Source: an optimization exercise on an open RTL-to-GDS flow (aim: small area, a short achievable clock period and few clock cycles). Production flows keep margins and buffers that such runs may drop.
The RTL was checked by simulation tests, not by an equivalence proof against the original design.
Power figures rest on the tool's default switching activity, not on a simulated workload.

==> design.v <==
`default_nettype none
package bffa_pkg;
  localparam int MapBitsDefault = 4096;
  localparam int WordBits       = 64;
  localparam int WordSelW       = 6;
  localparam int StartW   = 12;
  localparam int LenW     = 13;
  localparam int StatusW  = 2;
  localparam int TotalW   = 13;
  localparam int FdbW     = 12;
  localparam int CfgDataW = 13;
  localparam int CfgIdxW  = 1;
  localparam logic [TotalW-1:0] TotalReset = TotalW'(1024);
  localparam logic [FdbW-1:0]   FdbReset   = FdbW'(32);
  typedef enum logic {
    CMD_ALLOC = 1'b0,
    CMD_FREE  = 1'b1
  } cmd_e;
  typedef enum logic [StatusW-1:0] {
    ST_OK       = 2'd0,
    ST_NO_SPACE = 2'd1,
    ST_ZERO_LEN = 2'd2,
    ST_RANGE    = 2'd3
  } status_e;
  typedef enum logic [CfgIdxW-1:0] {
    CFG_VOLUME_BLOCKS    = 1'b0,
    CFG_FIRST_DATA_BLOCK = 1'b1
  } cfg_idx_e;
  typedef struct packed {
    logic                hit;
    logic [WordSelW-1:0] pos;
    logic [LenW-1:0]     carry;
  } fit_res_t;
endpackage
`default_nettype wire
`default_nettype none
module bffa_ram #(
  parameter int W  = 512,
  parameter int NC = 8,
  localparam int CW = (NC > 1) ? $clog2(NC) : 1
) (
  input  wire logic          clk_i,
  input  wire logic [NC-1:0] ce_i,
  input  wire logic [W-1:0]  mask_i,
  input  wire logic          wbit_i,
  input  wire logic [CW-1:0] raddr_i,
  output logic      [W-1:0]  rdata_o
);
  logic [W-1:0] mem [NC];
  always_ff @(posedge clk_i) begin
    for (int k = 0; k < NC; k++) begin
      for (int b = 0; b < W; b++) begin
        if (ce_i[k] && mask_i[b]) mem[k][b] <= wbit_i;
      end
    end
  end
  assign rdata_o = mem[raddr_i];
endmodule
`default_nettype wire
`default_nettype none
module bffa_fit #(
  parameter int W = 512,
  parameter int P = 9             
) (
  input  wire logic [W-1:0]              free_i,
  input  wire logic [bffa_pkg::LenW-1:0] carry_i,
  input  wire logic [bffa_pkg::LenW-1:0] len_i,
  output logic                           hit_o,
  output logic [P-1:0]                   pos_o,
  output logic [bffa_pkg::LenW-1:0]      carry_o
);
  localparam int LenW = bffa_pkg::LenW;
  logic [P+1:0][W-1:0] A;
  logic [P+1:0][W-1:0] Z;
  logic [P+1:0]        zmod;      
  logic [W-1:0]        inner;
  logic                len_small;
  always_comb begin
    A[0] = free_i;
    Z[0] = '1;
    zmod[0] = 1'b1;
    for (int k = 0; k <= P; k++) begin
      zmod[k+1] = zmod[k] & ~len_i[k];
      for (int j = 0; j < W; j++) begin
        if (len_i[k]) begin
          if (j >= (1 << k)) Z[k+1][j] = A[k][j] & Z[k][(j >= (1 << k)) ? j - (1 << k) : 0];
          else if (j == (1 << k) - 1) Z[k+1][j] = A[k][j] & zmod[k];
          else Z[k+1][j] = 1'b0;
        end else begin
          Z[k+1][j] = Z[k][j];
        end
        if (j >= (1 << k)) A[k+1][j] = A[k][j] & A[k][(j >= (1 << k)) ? j - (1 << k) : 0];
        else A[k+1][j] = 1'b0;
      end
    end
    len_small = (len_i >> (P + 1)) == '0;
    inner = Z[P+1] & {W{len_small}};
  end
  logic          in_any;
  logic [P-1:0]  in_pos;
  logic          u_any;
  logic [P-1:0]  u_first;
  logic [P-1:0]  u_last;
  always_comb begin
    in_any = |inner;
    in_pos = '0;
    for (int j = W - 1; j >= 0; j--) if (inner[j]) in_pos = P'(j);
    u_any = ~&free_i;
    u_first = '0;
    for (int j = W - 1; j >= 0; j--) if (!free_i[j]) u_first = P'(j);
    u_last = '0;
    for (int j = 0; j < W; j++) if (!free_i[j]) u_last = P'(j);
  end
  logic [LenW-1:0] t;
  logic            t_neg;
  logic            pre_hit;
  always_comb begin
    t_neg = carry_i >= len_i;
    t = len_i - LenW'(1) - carry_i;
    if (t_neg) pre_hit = 1'b1;
    else if (t >= LenW'(W)) pre_hit = 1'b0;
    else pre_hit = !u_any || (t[P-1:0] < u_first);
    hit_o = pre_hit | in_any;
    if (pre_hit) pos_o = t_neg ? '0 : t[P-1:0];
    else pos_o = in_pos;
    if (!u_any) carry_o = carry_i + LenW'(W);
    else carry_o = LenW'(W - 1) - LenW'(u_last);
  end
endmodule
`default_nettype wire
`default_nettype none
module bitmap_first_fit_extent_allocator_unit (
  input  wire logic                          clk_i,
  input  wire logic                          rst_ni,
  input  wire logic                          cfg_we_i,
  input  wire logic [bffa_pkg::CfgIdxW-1:0]  cfg_idx_i,
  input  wire logic [bffa_pkg::CfgDataW-1:0] cfg_data_i,
  input  wire logic                          req_valid_i,
  output      logic                          req_ready_o,
  input  wire logic                          req_command_i,
  input  wire logic [bffa_pkg::StartW-1:0]   req_start_block_i,
  input  wire logic [bffa_pkg::LenW-1:0]     req_run_length_i,
  output      logic                          rsp_valid_o,
  input  wire logic                          rsp_ready_i,
  output      logic [bffa_pkg::StatusW-1:0]  rsp_status_o,
  output      logic [bffa_pkg::StartW-1:0]   rsp_granted_start_o
);
  localparam int MapBits = bffa_pkg::MapBitsDefault;
  localparam int W       = 512;
  localparam int P       = 9;
  localparam int NC      = MapBits / W;
  localparam int CW      = (NC > 1) ? $clog2(NC) : 1;
  localparam int LenW    = bffa_pkg::LenW;
  localparam int StartW  = bffa_pkg::StartW;
  localparam int BlkW    = 14;
  logic [bffa_pkg::TotalW-1:0] total_q;
  logic [bffa_pkg::FdbW-1:0]   fdb_q;
  always_ff @(posedge clk_i or negedge rst_ni) begin
    if (!rst_ni) begin
      total_q <= bffa_pkg::TotalReset;
      fdb_q   <= bffa_pkg::FdbReset;
    end else if (cfg_we_i) begin
      case (cfg_idx_i)
        bffa_pkg::CFG_VOLUME_BLOCKS:    total_q <= cfg_data_i[bffa_pkg::TotalW-1:0];
        bffa_pkg::CFG_FIRST_DATA_BLOCK: fdb_q   <= cfg_data_i[bffa_pkg::FdbW-1:0];
        default: ;
      endcase
    end
  end
  logic [BlkW-1:0]   limit, lim_m1;
  logic              no_window;
  logic [CW-1:0]     fdb_chunk, last_chunk;
  logic [P-1:0]      fdb_off;
  assign limit      = (BlkW'(total_q) < BlkW'(MapBits)) ? BlkW'(total_q) : BlkW'(MapBits);
  assign lim_m1     = limit - BlkW'(1);
  assign no_window  = BlkW'(fdb_q) >= limit;
  assign fdb_chunk  = fdb_q[StartW-1:P];
  assign fdb_off    = fdb_q[P-1:0];
  assign last_chunk = lim_m1[StartW-1:P];
  logic clr_q, rdy_q;
  always_ff @(posedge clk_i or negedge rst_ni) begin
    if (!rst_ni) begin
      clr_q <= 1'b1;
      rdy_q <= 1'b0;
    end else begin
      clr_q <= 1'b0;
      rdy_q <= 1'b1;
    end
  end
  logic [1:0]        q_cnt;
  logic              q0_cmd, q1_cmd;
  logic [StartW-1:0] q0_start, q1_start;
  logic [LenW-1:0]   q0_len, q1_len;
  logic              q_push, q_pop;
  assign req_ready_o = rdy_q && (q_cnt != 2'd2);
  assign q_push      = req_valid_i && req_ready_o;
  always_ff @(posedge clk_i or negedge rst_ni) begin
    if (!rst_ni) begin
      q_cnt <= '0;
    end else begin
      q_cnt <= q_cnt + (q_push ? 2'd1 : 2'd0) - (q_pop ? 2'd1 : 2'd0);
    end
  end
  always_ff @(posedge clk_i) begin
    if (q_pop) begin
      q0_cmd   <= q1_cmd;
      q0_start <= q1_start;
      q0_len   <= q1_len;
    end
    if (q_push) begin
      if (q_cnt == 2'd0 || (q_cnt == 2'd1 && q_pop)) begin
        q0_cmd   <= req_command_i;
        q0_start <= req_start_block_i;
        q0_len   <= req_run_length_i;
      end else begin
        q1_cmd   <= req_command_i;
        q1_start <= req_start_block_i;
        q1_len   <= req_run_length_i;
      end
    end
  end
  logic              pm_valid;
  logic [StartW-1:0] pm_lo, pm_hi;
  logic              pm_set;
  logic [CW-1:0]     pm_chunk;
  logic              pm_last, pm_free;
  logic [W-1:0]      pm_mask;
  assign pm_chunk = pm_lo[StartW-1:P];
  assign pm_last  = pm_valid && (pm_hi[StartW-1:P] == pm_chunk);
  assign pm_free  = !pm_valid || pm_last;
  always_comb begin
    for (int b = 0; b < W; b++) begin
      pm_mask[b] = pm_valid && (P'(b) >= pm_lo[P-1:0]) &&
                   (!pm_last || (P'(b) <= pm_hi[P-1:0]));
    end
  end
  logic [NC-1:0] ram_ce;
  logic [W-1:0]  ram_mask;
  logic [W-1:0]  ram_rdata;
  logic [CW-1:0] cptr_q;
  always_comb begin
    for (int k = 0; k < NC; k++) begin
      ram_ce[k] = clr_q || (pm_valid && pm_chunk == CW'(k));
    end
    ram_mask = clr_q ? '1 : pm_mask;
  end
  bffa_ram #(
    .W  (W),
    .NC (NC)
  ) u_map (
    .clk_i   (clk_i),
    .ce_i    (ram_ce),
    .mask_i  (ram_mask),
    .wbit_i  (pm_set && !clr_q),
    .raddr_i (cptr_q),
    .rdata_o (ram_rdata)
  );
  logic              act_valid;
  logic              act_cmd;
  logic [StartW-1:0] act_start;
  logic [LenW-1:0]   act_len;
  logic [LenW-1:0]   carry_q;
  logic [W-1:0]      fwd, scan_free;
  logic              fit_hit;
  logic [P-1:0]      fit_pos;
  logic [LenW-1:0]   fit_carry;
  always_comb begin
    for (int b = 0; b < W; b++) begin
      fwd[b] = pm_mask[b] && (pm_chunk == cptr_q);
      scan_free[b] = !((ram_rdata[b] && !(fwd[b] && !pm_set)) || (fwd[b] && pm_set) ||
                       (cptr_q == fdb_chunk && P'(b) < fdb_off));
    end
  end
  bffa_fit #(
    .W (W),
    .P (P)
  ) u_fit (
    .free_i  (scan_free),
    .carry_i (carry_q),
    .len_i   (act_len),
    .hit_o   (fit_hit),
    .pos_o   (fit_pos),
    .carry_o (fit_carry)
  );
  logic                 out_valid_q;
  bffa_pkg::status_e    out_status_q;
  logic [StartW-1:0]    out_start_q;
  logic                 out_free;
  logic [BlkW-1:0]      free_end, hit_end, hit_start;
  logic                 done, step, load_pm;
  bffa_pkg::status_e    res_status;
  logic [StartW-1:0]    res_start;
  logic [StartW-1:0]    new_lo, new_hi;
  logic                 new_set;
  assign out_free  = !out_valid_q || rsp_ready_i;
  assign free_end  = BlkW'(act_start) + BlkW'(act_len);
  assign hit_end   = {2'b00, cptr_q, fit_pos};
  assign hit_start = hit_end + BlkW'(1) - BlkW'(act_len);
  always_comb begin
    done       = 1'b0;
    step       = 1'b0;
    load_pm    = 1'b0;
    res_status = bffa_pkg::ST_OK;
    res_start  = '0;
    new_lo     = hit_start[StartW-1:0];
    new_hi     = hit_end[StartW-1:0];
    new_set    = 1'b1;
    if (act_valid) begin
      if (act_len == '0) begin
        res_status = bffa_pkg::ST_ZERO_LEN;
        done       = out_free;
      end else if (act_cmd == bffa_pkg::CMD_FREE) begin
        new_lo  = act_start;
        new_hi  = StartW'(free_end - BlkW'(1));
        new_set = 1'b0;
        if (free_end > BlkW'(MapBits)) begin
          res_status = bffa_pkg::ST_RANGE;
          done       = out_free;
        end else begin
          done    = out_free && pm_free;
          load_pm = done;
        end
      end else if (no_window) begin
        res_status = bffa_pkg::ST_NO_SPACE;
        done       = out_free;
      end else if (pm_free) begin
        if (fit_hit && hit_end <= lim_m1) begin
          res_start = hit_start[StartW-1:0];
          done      = out_free;
          load_pm   = done;
        end else if (fit_hit || cptr_q == last_chunk) begin
          res_status = bffa_pkg::ST_NO_SPACE;
          done       = out_free;
        end else begin
          step = 1'b1;
        end
      end
    end
  end
  assign q_pop = (q_cnt != 2'd0) && (!act_valid || done);
  always_ff @(posedge clk_i or negedge rst_ni) begin
    if (!rst_ni) begin
      act_valid <= 1'b0;
      pm_valid  <= 1'b0;
    end else begin
      if (q_pop) act_valid <= 1'b1;
      else if (done) act_valid <= 1'b0;
      if (load_pm) pm_valid <= 1'b1;
      else if (pm_last) pm_valid <= 1'b0;
    end
  end
  always_ff @(posedge clk_i) begin
    if (q_pop) begin
      act_cmd   <= q0_cmd;
      act_start <= q0_start;
      act_len   <= q0_len;
      cptr_q    <= fdb_chunk;
      carry_q   <= '0;
    end else if (step) begin
      cptr_q  <= cptr_q + CW'(1);
      carry_q <= fit_carry;
    end
    if (load_pm) begin
      pm_lo  <= new_lo;
      pm_hi  <= new_hi;
      pm_set <= new_set;
    end else if (pm_valid && !pm_last) begin
      pm_lo <= {pm_chunk + CW'(1), P'(0)};
    end
  end
  always_ff @(posedge clk_i or negedge rst_ni) begin
    if (!rst_ni) begin
      out_valid_q <= 1'b0;
    end else if (done) begin
      out_valid_q <= 1'b1;
    end else if (rsp_ready_i) begin
      out_valid_q <= 1'b0;
    end
  end
  always_ff @(posedge clk_i) begin
    if (done) begin
      out_status_q <= res_status;
      out_start_q  <= res_start;
    end
  end
  assign rsp_valid_o         = out_valid_q;
  assign rsp_status_o        = out_status_q;
  assign rsp_granted_start_o = out_start_q;
endmodule
`default_nettype wire
==> run.sh <==
#!/bin/bash
# synth_recipe.tcl (not shown) runs the flow's synth.tcl, then flattens the netlist and writes it again
# the make line also repeats each setting of config.mk as NAME=value (left out here)
make -C /OpenROAD-flow-scripts/flow DESIGN_CONFIG=/design/flow/config.mk WORK_HOME=/design/flow/orfs CLKGATE_MAP_FILE= SYNTH_SCRIPT=/design/flow/synth_recipe.tcl finish
==> config.mk <==
export PLATFORM = sky130hd
export DESIGN_NAME = bitmap_first_fit_extent_allocator_unit
export DESIGN_NICKNAME = bitmap_first_fit_extent_allocator_unit
export VERILOG_FILES = /design/flow/design.v
export SDC_FILE = /design/flow/constraint.sdc
export NUM_CORES = 4
export LEC_CHECK = 0
export CAP_MARGIN = 20
export CORE_MARGIN = 2
export CORE_UTILIZATION = 40
export PLACE_DENSITY = 0.6
export SETUP_SLACK_MARGIN = 0.1
export SLEW_MARGIN = 20
==> constraint.sdc <==
create_clock -name core_clock -period 12.0 [get_ports {clk_i}]
set_input_delay 2.4000 -clock core_clock [delete_from_list [all_inputs] [get_ports {clk_i}]]
set_output_delay 2.4000 -clock core_clock [all_outputs]
set_load 0.01 [all_outputs]
==> results.txt, run 1 <==
The run stopped with a tool error. It got as far as global routing and failed there. The tool reported: "[ERROR GRT-0116] Global routing finished with congestion. Check the congestion regions in the DRC Viewer".

The maximum buffer depth of the clock tree is 4. In this run the mean area of a mapped cell was 8.57 sq um. The starting density of the core came out at 40.1%. For the deepest level of the CTS H-tree, the log shows 5. Sorting the synthesized cells by area gives the leading types as sky130_fd_sc_hd__edfxtp_1 40%, sky130_fd_sc_hd__nor2_1 7.9%, sky130_fd_sc_hd__a21oi_1 3.5%.

Yosys mapped a number of flops with a built-in enable equal to 4190. Entering global routing, the biggest net connects 352 pins. For the total congestion overflow, the log shows 4190. Measured along the y axis, the die boundary spans 889 um.

The via count of the first global-routing pass came out at 472000. Once detailed placement completed, the half-perimeter wirelength came to 2410000 um. The setup slack at placement is -4120 ps. After detailed placement, the design holds a cell count of 58300.

The number of buffers inserted for hold repair after clock tree synthesis was 0; the async set-reset flop share out of synthesis was 0.751%. In the synthesized netlist the dominant register cell turns out to be sky130_fd_sc_hd__edfxtp_1. The post-detailed-placement cell area was 436000 sq um.

The number of buffers created by CTS is 421, and the number of synthesis warnings is 4. Counting distinct cell types in the post-synthesis netlist gives 160. Top cell type's share of synthesized area: 40.1%. The number of sinks on the clock net is 4261, and the final weighted congestion in routability-driven placement is 1.52. For the top-level I/O count, the log shows 61.

The tools report the synthesized instance count as 36600. Summed over all instances, the cell type with the most area after synthesis is sky130_fd_sc_hd__edfxtp_1. Counting flops and latches in the post-synthesis netlist gives 4261. Summing the sequential cell areas from Yosys gives 40.6% of the chip area. The first global-routing pass estimated 4750000 um of wire. The run gives 314000 sq um as the post-synthesis instance area. The clock root buffer master is sky130_fd_sc_hd__clkbuf_16.

The cell row count was 325. When the netlist entered floorplanning its net count stood at 36800. The die is 889 um wide. Across every metal layer, demand over resource in global routing totals 85.8%. The number of buffer cells added on primary ports came out at 60.
[synth_stat cells, types with 187 or more instances]
cell type and count:
sky130_fd_sc_hd__a21o_1 206, sky130_fd_sc_hd__clkbuf_1 1851, sky130_fd_sc_hd__a221oi_1 357, sky130_fd_sc_hd__inv_1 274, sky130_fd_sc_hd__a222oi_1 382, sky130_fd_sc_hd__and2_1 303, sky130_fd_sc_hd__a211oi_1 500, sky130_fd_sc_hd__a21oi_1 2174
sky130_fd_sc_hd__buf_2 624, sky130_fd_sc_hd__o211ai_1 535, sky130_fd_sc_hd__nor4_1 612, sky130_fd_sc_hd__nand3_1 2043, sky130_fd_sc_hd__a2111oi_0 193, sky130_fd_sc_hd__o22ai_1 403, sky130_fd_sc_hd__edfxtp_1 4190, sky130_fd_sc_hd__or3_1 235
sky130_fd_sc_hd__a211o_1 190, sky130_fd_sc_hd__nor3_1 1266, sky130_fd_sc_hd__a221o_1 187, sky130_fd_sc_hd__o21ai_0 1633, sky130_fd_sc_hd__nand2_1 2880, sky130_fd_sc_hd__a22oi_1 439, sky130_fd_sc_hd__nor2_1 6588, sky130_fd_sc_hd__buf_4 349
sky130_fd_sc_hd__mux2_2 428, sky130_fd_sc_hd__a22o_1 251, sky130_fd_sc_hd__a32oi_1 215, sky130_fd_sc_hd__o31ai_1 239, sky130_fd_sc_hd__a31oi_1 727, sky130_fd_sc_hd__mux2i_1 302, sky130_fd_sc_hd__nand4_1 972, sky130_fd_sc_hd__and3_1 522
[cells by family after synthesis]
family	synth area share, %
compound gates	25.2
xor+xnor	0.218
fa+ha+maj	0.442
buf+inv	5.23
flops	40.6
mux	2.59
other cells	0.00239
simple gates	25.7
[power groups by stage]
stage          Clock (mW)  Combinational (mW)  Sequential, mW
4_1_cts              13.1                 168            23.7
3_5_place_dp            0                 164            24.0
3_3_place_gp            0                 163            23.7
2_1_floorplan           0                55.2            25.0
[how the worst max path moves through the flow]
stage | endpoint | cells past startpoint
4_1_cts | pm_lo[9] | 68
3_5_place_dp | pm_lo[10] | 69
3_3_place_gp | pm_lo[9] | 70
2_1_floorplan | u_map.mem[0][0] | 6
[metal layers]
layer | overflow | global-route usage, %
met1 | 257 | 87.6
met2 | 2192 | 94.5
met3 | 326 | 79.0
met4 | 1369 | 79.1
met5 | 46 | 62.9
[timing repair]
| action | 4_1_cts |
|---|---|
| endpoints found under the setup margin | 175 |
| setup buffers | 73 |
| gates cloned | 27 |
| gates resized for setup | 691 |
| pin swaps | 177 |
Testbench counts, summed over its fixed seeds: cycles 9,094.
==> run 2, diff against run 1 <==
--- a/design.v
+++ b/design.v
@@ -60,71 +60,120 @@
 `default_nettype none
 module bffa_fit #(
   parameter int W = 512,
-  parameter int P = 9             
+  parameter int P = 9,             
+  parameter int S = 32,
+  parameter int Q = 5              
 ) (
   input  wire logic [W-1:0]              free_i,
   input  wire logic [bffa_pkg::LenW-1:0] carry_i,
   input  wire logic [bffa_pkg::LenW-1:0] len_i,
   output logic                           hit_o,
   output logic [P-1:0]                   pos_o,
-  output logic [bffa_pkg::LenW-1:0]      carry_o
+  output logic [bffa_pkg::LenW-1:0]      carry_o,
+  output logic                           cross_o,    
+  output logic                           used_o,     
+  output logic [P-1:0]                   last_o      
 );
   localparam int LenW = bffa_pkg::LenW;
-  logic [P+1:0][W-1:0] A;
-  logic [P+1:0][W-1:0] Z;
-  logic [P+1:0]        zmod;      
-  logic [W-1:0]        inner;
-  logic                len_small;
+  localparam int N    = W / S;
+  localparam int EW   = LenW + 1;      
+  localparam int NL   = $clog2(N + 1);
+  logic [N-1:0]          in_any, u_any;
+  logic [N-1:0][Q-1:0]   in_pos, u_first, u_last;
+  logic                  len_small;
+  assign len_small = (len_i >> Q) == '0;
+  logic [N-1:0][S-1:0]      f;
+  logic [N-1:0][Q:0][S-1:0] A;      
+  logic [N-1:0][Q:0][S-1:0] Z;      
+  logic [Q:0]               zmod;   
+  logic [N-1:0][S-1:0]      inner;
   always_comb begin
-    A[0] = free_i;
-    Z[0] = '1;
     zmod[0] = 1'b1;
-    for (int k = 0; k <= P; k++) begin
-      zmod[k+1] = zmod[k] & ~len_i[k];
-      for (int j = 0; j < W; j++) begin
-        if (len_i[k]) begin
-          if (j >= (1 << k)) Z[k+1][j] = A[k][j] & Z[k][(j >= (1 << k)) ? j - (1 << k) : 0];
-          else if (j == (1 << k) - 1) Z[k+1][j] = A[k][j] & zmod[k];
-          else Z[k+1][j] = 1'b0;
+    for (int k = 0; k < Q; k++) zmod[k+1] = zmod[k] & ~len_i[k];
+    for (int i = 0; i < N; i++) begin
+      f[i] = free_i[i*S +: S];
+      A[i][0] = f[i];
+      Z[i][0] = '1;
+      for (int k = 0; k < Q; k++) begin
+        for (int j = 0; j < S; j++) begin
+          if (len_i[k]) begin
+            if (j >= (1 << k)) Z[i][k+1][j] = A[i][k][j] & Z[i][k][(j >= (1 << k)) ? j - (1 << k) : 0];
+            else if (j == (1 << k) - 1) Z[i][k+1][j] = A[i][k][j] & zmod[k];
+            else Z[i][k+1][j] = 1'b0;
+          end else begin
+            Z[i][k+1][j] = Z[i][k][j];
+          end
+          if (j >= (1 << k)) A[i][k+1][j] = A[i][k][j] & A[i][k][(j >= (1 << k)) ? j - (1 << k) : 0];
+          else A[i][k+1][j] = 1'b0;
+        end
+      end
+      inner[i] = Z[i][Q] & {S{len_small}};
+      in_any[i] = |inner[i];
+      in_pos[i] = '0;
+      for (int j = S - 1; j >= 0; j--) if (inner[i][j]) in_pos[i] = Q'(j);
+      u_any[i] = ~&f[i];
+      u_first[i] = '0;
+      for (int j = S - 1; j >= 0; j--) if (!f[i][j]) u_first[i] = Q'(j);
+      u_last[i] = '0;
+      for (int j = 0; j < S; j++) if (!f[i][j]) u_last[i] = Q'(j);
+    end
+  end
+  logic [NL:0][N:0]         pv;
+  logic [NL:0][N:0][EW-1:0] pe;
+  logic [NL:0][N:0]         pc;     
+  logic                     c_ge;
+  always_comb begin
+    c_ge = carry_i >= len_i;
+    pv[0][0] = 1'b1;
+    pe[0][0] = c_ge ? '0 : EW'(len_i - LenW'(1) - carry_i);
+    pc[0][0] = 1'b1;
+    for (int i = 0; i < N; i++) begin
+      pv[0][i+1] = u_any[i];
+      pe[0][i+1] = EW'(i * S) + EW'(u_last[i]) + EW'(len_i);
+      pc[0][i+1] = 1'b0;
+    end
+    for (int d = 0; d < NL; d++) begin
+      for (int i = 0; i <= N; i++) begin
+        if (((i >> d) & 1) == 1) begin
+          if (pv[d][i]) begin
+            pv[d+1][i] = 1'b1;
+            pe[d+1][i] = pe[d][i];
+            pc[d+1][i] = pc[d][i];
+          end else begin
+            pv[d+1][i] = pv[d][((i >> d) << d) - 1];
+            pe[d+1][i] = pe[d][((i >> d) << d) - 1];
+            pc[d+1][i] = pc[d][((i >> d) << d) - 1];
+          end
         end else begin
-          Z[k+1][j] = Z[k][j];
+          pv[d+1][i] = pv[d][i];
+          pe[d+1][i] = pe[d][i];
+          pc[d+1][i] = pc[d][i];
         end
-        if (j >= (1 << k)) A[k+1][j] = A[k][j] & A[k][(j >= (1 << k)) ? j - (1 << k) : 0];
-        else A[k+1][j] = 1'b0;
       end
     end
-    len_small = (len_i >> (P + 1)) == '0;
-    inner = Z[P+1] & {W{len_small}};
   end
-  logic          in_any;
-  logic [P-1:0]  in_pos;
-  logic          u_any;
-  logic [P-1:0]  u_first;
-  logic [P-1:0]  u_last;
+  logic [N-1:0] pre_hit, sw_hit;
   always_comb begin
-    in_any = |inner;
-    in_pos = '0;
-    for (int j = W - 1; j >= 0; j--) if (inner[j]) in_pos = P'(j);
-    u_any = ~&free_i;
-    u_first = '0;
-    for (int j = W - 1; j >= 0; j--) if (!free_i[j]) u_first = P'(j);
-    u_last = '0;
-    for (int j = 0; j < W; j++) if (!free_i[j]) u_last = P'(j);
-  end
-  logic [LenW-1:0] t;
-  logic            t_neg;
-  logic            pre_hit;
+    for (int i = 0; i < N; i++) begin
+      pre_hit[i] = (pe[NL][i] <= EW'(i * S + S - 1)) &&
+                   (!u_any[i] || pe[NL][i] < EW'(i * S) + EW'(u_first[i]));
+      sw_hit[i]  = pre_hit[i] || in_any[i];
+    end
+  end
   always_comb begin
-    t_neg = carry_i >= len_i;
-    t = len_i - LenW'(1) - carry_i;
-    if (t_neg) pre_hit = 1'b1;
-    else if (t >= LenW'(W)) pre_hit = 1'b0;
-    else pre_hit = !u_any || (t[P-1:0] < u_first);
-    hit_o = pre_hit | in_any;
-    if (pre_hit) pos_o = t_neg ? '0 : t[P-1:0];
-    else pos_o = in_pos;
-    if (!u_any) carry_o = carry_i + LenW'(W);
-    else carry_o = LenW'(W - 1) - LenW'(u_last);
+    hit_o   = |sw_hit;
+    pos_o   = '0;
+    cross_o = 1'b0;
+    for (int i = N - 1; i >= 0; i--) begin
+      if (sw_hit[i]) begin
+        pos_o   = pre_hit[i] ? pe[NL][i][P-1:0] : P'(i * S) + P'(in_pos[i]);
+        cross_o = pre_hit[i] && pc[NL][i] && carry_i != '0;
+      end
+    end
+    used_o = |u_any;
+    last_o = '0;
+    for (int i = 0; i < N; i++) if (u_any[i]) last_o = P'(i * S) + P'(u_last[i]);
+    carry_o = used_o ? LenW'(W - 1) - LenW'(last_o) : carry_i + LenW'(W);
   end
 endmodule
 `default_nettype wire
@@ -264,6 +313,8 @@
   logic              fit_hit;
   logic [P-1:0]      fit_pos;
   logic [LenW-1:0]   fit_carry;
+  logic              fit_cross, fit_used;
+  logic [P-1:0]      fit_last;
   always_comb begin
     for (int b = 0; b < W; b++) begin
       fwd[b] = pm_mask[b] && (pm_chunk == cptr_q);
@@ -280,13 +331,17 @@
     .len_i   (act_len),
     .hit_o   (fit_hit),
     .pos_o   (fit_pos),
-    .carry_o (fit_carry)
+    .carry_o (fit_carry),
+    .cross_o (fit_cross),
+    .used_o  (fit_used),
+    .last_o  (fit_last)
   );
   logic                 out_valid_q;
   bffa_pkg::status_e    out_status_q;
   logic [StartW-1:0]    out_start_q;
   logic                 out_free;
-  logic [BlkW-1:0]      free_end, hit_end, hit_start;
+  logic [BlkW-1:0]      free_end, free_end_m1, hit_end, hit_start;
+  logic                 act_exh;
   logic                 done, step, load_pm;
   bffa_pkg::status_e    res_status;
   logic [StartW-1:0]    res_start;
@@ -294,12 +349,15 @@
   logic                 new_set;
   assign out_free  = !out_valid_q || rsp_ready_i;
   assign free_end  = BlkW'(act_start) + BlkW'(act_len);
+  assign free_end_m1 = free_end - BlkW'(1);
   assign hit_end   = {2'b00, cptr_q, fit_pos};
   assign hit_start = hit_end + BlkW'(1) - BlkW'(act_len);
   always_comb begin
     done       = 1'b0;
     step       = 1'b0;
     load_pm    = 1'b0;
+    hit_mark   = 1'b0;
+    scan_fail  = 1'b0;
     res_status = bffa_pkg::ST_OK;
     res_start  = '0;
     new_lo     = hit_start[StartW-1:0];
@@ -311,7 +369,7 @@
         done       = out_free;
       end else if (act_cmd == bffa_pkg::CMD_FREE) begin
         new_lo  = act_start;
-        new_hi  = StartW'(free_end - BlkW'(1));
+        new_hi  = free_end_m1[StartW-1:0];
         new_set = 1'b0;
         if (free_end > BlkW'(MapBits)) begin
           res_status = bffa_pkg::ST_RANGE;
@@ -320,7 +378,7 @@
           done    = out_free && pm_free;
           load_pm = done;
         end
-      end else if (no_window) begin
+      end else if (no_window || act_exh) begin
         res_status = bffa_pkg::ST_NO_SPACE;
         done       = out_free;
       end else if (pm_free) begin
@@ -328,11 +386,15 @@
           res_start = hit_start[StartW-1:0];
           done      = out_free;
           load_pm   = done;
-        end else if (fit_hit || cptr_q == last_chunk) begin
-          res_status = bffa_pkg::ST_NO_SPACE;
-          done       = out_free;
+          hit_mark  = done;
         end else begin
-          step = 1'b1;
+          scan_fail = 1'b1;
+          if (fit_hit || st_none) begin
+            res_status = bffa_pkg::ST_NO_SPACE;
+            done       = out_free;
+          end else begin
+            step = 1'b1;
+          end
         end
       end
     end
@@ -354,11 +416,12 @@
       act_cmd   <= q0_cmd;
       act_start <= q0_start;
       act_len   <= q0_len;
-      cptr_q    <= fdb_chunk;
-      carry_q   <= '0;
+      cptr_q    <= ld_chunk;
+      carry_q   <= ld_carry;
+      act_exh   <= ld_none;
     end else if (step) begin
-      cptr_q  <= cptr_q + CW'(1);
-      carry_q <= fit_carry;
+      cptr_q  <= st_chunk;
+      carry_q <= st_carry;
     end
     if (load_pm) begin
       pm_lo  <= new_lo;
@@ -368,6 +431,94 @@
       pm_lo <= {pm_chunk + CW'(1), P'(0)};
     end
   end
+  logic [NC-1:0]           mv_q, tv_q;
+  logic [NC-1:0][LenW-1:0] m_q;
+  logic [NC-1:0][P-1:0]    tr_q;
+  logic [NC-1:0]           sk_load, sk_step, excl;
+  logic [CW-1:0]           ld_chunk, st_chunk;
+  logic                    ld_none, st_none;
+  logic [LenW-1:0]         ld_carry, st_carry;
+  logic [CW-1:0]           fr_ca, fr_cb;
+  logic                    scan_fail, hit_mark;
+  assign fr_ca = act_start[StartW-1:P];
+  assign fr_cb = free_end_m1[StartW-1:P];
+  always_comb begin
+    for (int c = 0; c < NC; c++) begin
+      excl[c] = cfg_we_i ||
+                (act_valid && act_cmd == bffa_pkg::CMD_ALLOC && CW'(c) == cptr_q) ||
+                (hit_mark && fit_cross && CW'(c) < cptr_q) ||
+                (act_valid && act_cmd == bffa_pkg::CMD_FREE && CW'(c) >= fr_ca);
+      sk_load[c] = mv_q[c] && tv_q[c] && (m_q[c] <= q0_len) && !excl[c];
+      sk_step[c] = mv_q[c] && tv_q[c] && (m_q[c] <= act_len);
+    end
+    ld_none  = 1'b1;
+    ld_chunk = fdb_chunk;
+    for (int c = NC - 1; c >= 0; c--) begin
+      if (CW'(c) >= fdb_chunk && CW'(c) <= last_chunk && !sk_load[c]) begin
+        ld_none  = 1'b0;
+        ld_chunk = CW'(c);
+      end
+    end
+    ld_carry = '0;
+    for (int c = 1; c < NC; c++) begin
+      if (CW'(c) == ld_chunk && ld_chunk != fdb_chunk) ld_carry = LenW'(tr_q[c-1]);
+    end
+    st_none  = 1'b1;
+    st_chunk = cptr_q;
+    for (int c = NC - 1; c >= 0; c--) begin
+      if (CW'(c) > cptr_q && CW'(c) <= last_chunk && !sk_step[c]) begin
+        st_none  = 1'b0;
+        st_chunk = CW'(c);
+      end
+    end
+    st_carry = fit_carry;
+    for (int c = 1; c < NC; c++) begin
+      if (CW'(c) == st_chunk && st_chunk != cptr_q + CW'(1)) st_carry = LenW'(tr_q[c-1]);
+    end
+  end
+  always_ff @(posedge clk_i or negedge rst_ni) begin
+    if (!rst_ni) begin
+      mv_q <= '0;
+      tv_q <= '0;
+    end else if (cfg_we_i) begin
+      mv_q <= '0;
+      tv_q <= '0;
+    end else begin
+      for (int c = 0; c < NC; c++) begin
+        if (scan_fail && CW'(c) == cptr_q) begin
+          mv_q[c] <= 1'b1;
+          tv_q[c] <= fit_used;
+        end
+        if (hit_mark) begin
+          if (CW'(c) == cptr_q) tv_q[c] <= 1'b1;
+          if (fit_cross && CW'(c) < cptr_q) tv_q[c] <= 1'b0;
+        end
+        if (load_pm && !new_set) begin
+          if (CW'(c) >= fr_ca && CW'(c) <= fr_cb) tv_q[c] <= 1'b0;
+          if (CW'(c) >= fr_ca) begin
+            if (CW'(c) <= fr_cb) mv_q[c] <= 1'b0;
+            else begin
+              mv_q[c] <= 1'b0;
+              for (int k = 0; k < NC; k++) begin
+                if (CW'(k) > fr_cb && k < c && tv_q[k]) mv_q[c] <= mv_q[c];
+              end
+            end
+          end
+        end
+      end
+    end
+  end
+  always_ff @(posedge clk_i) begin
+    for (int c = 0; c < NC; c++) begin
+      if (scan_fail && CW'(c) == cptr_q) begin
+        m_q[c]  <= (mv_q[c] && m_q[c] < act_len) ? m_q[c] : act_len;
+        tr_q[c] <= P'(W - 1) - fit_last;
+      end
+      if (hit_mark && CW'(c) == cptr_q) begin
+        tr_q[c] <= P'(W - 1) - ((fit_used && fit_last > fit_pos) ? fit_last : fit_pos);
+      end
+    end
+  end
   always_ff @(posedge clk_i or negedge rst_ni) begin
     if (!rst_ni) begin
       out_valid_q <= 1'b0;
--- a/config.mk
+++ b/config.mk
@@ -7,7 +7,8 @@
 export LEC_CHECK = 0
 export CAP_MARGIN = 20
 export CORE_MARGIN = 2
-export CORE_UTILIZATION = 40
-export PLACE_DENSITY = 0.6
+export CORE_UTILIZATION = 30
+export GPL_TIMING_DRIVEN = 0
+export PLACE_DENSITY = 0.5
 export SETUP_SLACK_MARGIN = 0.1
 export SLEW_MARGIN = 20
==> results.txt, run 2 <==
The tools report the post-synthesis instance area as 293000 sq um (-6.7%). Among all cell types in the netlist, the one instantiated most often is sky130_fd_sc_hd__nor2_1. The most area-hungry cell type in the Yosys netlist was sky130_fd_sc_hd__edfxtp_1. The net count of the mapped netlist is 32000 (-13%). The tools report the post-DP HPWL as 3050000 um (+27%). Entering global routing, the biggest net connects 50 pins. For the number of synthesis warnings, the log shows 4 (unchanged). The flow did not finish. Number of buffer cells added on primary ports: 59 (-1.7%). The x dimension of the die is 992 um (+12%), and the deepest level of the CTS H-tree is 5 (unchanged). The maximum buffer depth of the clock tree is 5 (+1). The tools report the number of sinks on the clock net as 4445 (+4.3%). Global routing consumed, over all layers together, 84.2% of the routing resources. The starting density of the core is 30.1% (-10 points), and the register bit count reported by yosys is 4445 (+4.3%). The via count of the first global-routing pass was 422000. The total congestion overflow came out at 9020. The count of flip-flops with a built-in enable after synthesis was 4371 (+4.3%); the post-detailed-placement cell area was 354000 sq um (-19%).

The top cell type's share of synthesized area came out at 44.8% (+4.7 points). The synthesized area per cell is 9.30 sq um (+8.6%). For the cell row count, the log shows 362 (+11%). Among all flip-flop cells after synthesis, the most frequent one is sky130_fd_sc_hd__edfxtp_1.

The synthesized instance count came out at 31500 (-14%). The first error in the log reads "[ERROR GRT-0116] Global routing finished with congestion. Check the congestion regions in the DRC Viewer". For the final weighted congestion in routability-driven placement, the log shows 1.39 (-8.5%). The async set-reset flop share out of synthesis works out to 1.08% (+0.33 points). The root buffer cell chosen for the clock tree is sky130_fd_sc_hd__clkbuf_16. The share of the yosys chip area belonging to registers is 45.4% (+4.8 points), and the top-level I/O count is 61 (unchanged). The setup slack at placement was -16600 ps (-12480 ps); the unique cell type count in the Yosys netlist was 155 (-3.1%).

Die extent in y: 992 um (+12%). For the number of buffers created by CTS, the log shows 468 (+11%). Sorting the synthesized cells by area gives the leading types as sky130_fd_sc_hd__edfxtp_1 45%, sky130_fd_sc_hd__nor2_1 7.4%, sky130_fd_sc_hd__a21oi_1 3.6%. The run gives 5590000 um as the global-route wire length before repair. Ranked by instance count, the synthesized netlist is headed by 5750 x sky130_fd_sc_hd__nor2_1, 4371 x sky130_fd_sc_hd__edfxtp_1, 2122 x sky130_fd_sc_hd__a21oi_1. The tools report the stage where the flow stopped as global routing.
==> run 2: cell types whose count changed after synthesis, moves of 244 or more <==
cell | before | now
sky130_fd_sc_hd__nor2_1 | 6588 | 5750
sky130_fd_sc_hd__and3_1 | 522 | 180
sky130_fd_sc_hd__a31oi_1 | 727 | 483
sky130_fd_sc_hd__nand2_1 | 2880 | 2000
sky130_fd_sc_hd__nor4_1 | 612 | 311
sky130_fd_sc_hd__nand4_1 | 972 | 366
sky130_fd_sc_hd__mux2_2 | 428 | 174
sky130_fd_sc_hd__nand3_1 | 2043 | 821
sky130_fd_sc_hd__ha_1 | 106 | 453
sky130_fd_sc_hd__nor3_1 | 1266 | 725
==> run 2: how the worst max path moves through the flow <==
stage / to / slack, ps / depth (start not counted)
after CTS: carry_q[4] / -5570 / 84
after detailed placement: carry_q[0] / -16600 / 72
after global placement: u_map.mem[1][486] / -54240 / 5
after floorplan: u_map.mem[0][0] / -28100 / 8
==> run 2: power by group through the flow <==
| stage | logic, mW | registers (mW) | clock network [mW] |
|---|---|---|---|
| floorplan | 50.6 | 25.7 | 0 |
| global placement | 137 | 25.8 | 0 |
| detailed placement | 155 | 24.6 | 0 |
| CTS | 161 | 24.3 | 14.4 |
==> run 2: repair_timing <==
action	CTS
hold buffers	0
setup buffers	301
cloned	8
pin swaps	216
endpoints found under the setup margin	436
gates resized for setup	1395
==> run 2: routing by layer <==
metal	global-route usage (%)	GRT overflow
met5	52.2	48
met4	79.6	3109
met3	75.4	301
met2	93.9	5343
met1	86.2	219
==> run 2: per-stage QoR <==
stage / std cells / utilization, % / power, mW
after CTS: 47500 / 38.8 / 200
after detailed placement: 46400 / 36.5 / 179
after global placement: 44500 / 31.8 / 162
after floorplan: 31500 / - / 76.2
==> run 2: logic make-up after synthesis <==
kind of cell / Yosys count / synth area share [%]
DFF: 4445 / 45.4
and+or+nand+nor: 12000 / 19.4
AOI/OAI and AO/OA: 10500 / 25.3
muxes: 721 / 2.55
adders and majority gates: 471 / 2.06
other: 2 / 0.00257
buffers and inverters: 3194 / 4.80
xor gates and xnor gates: 155 / 0.506
Testbench counts of run 2, summed over its fixed seeds: cycles 7,469.
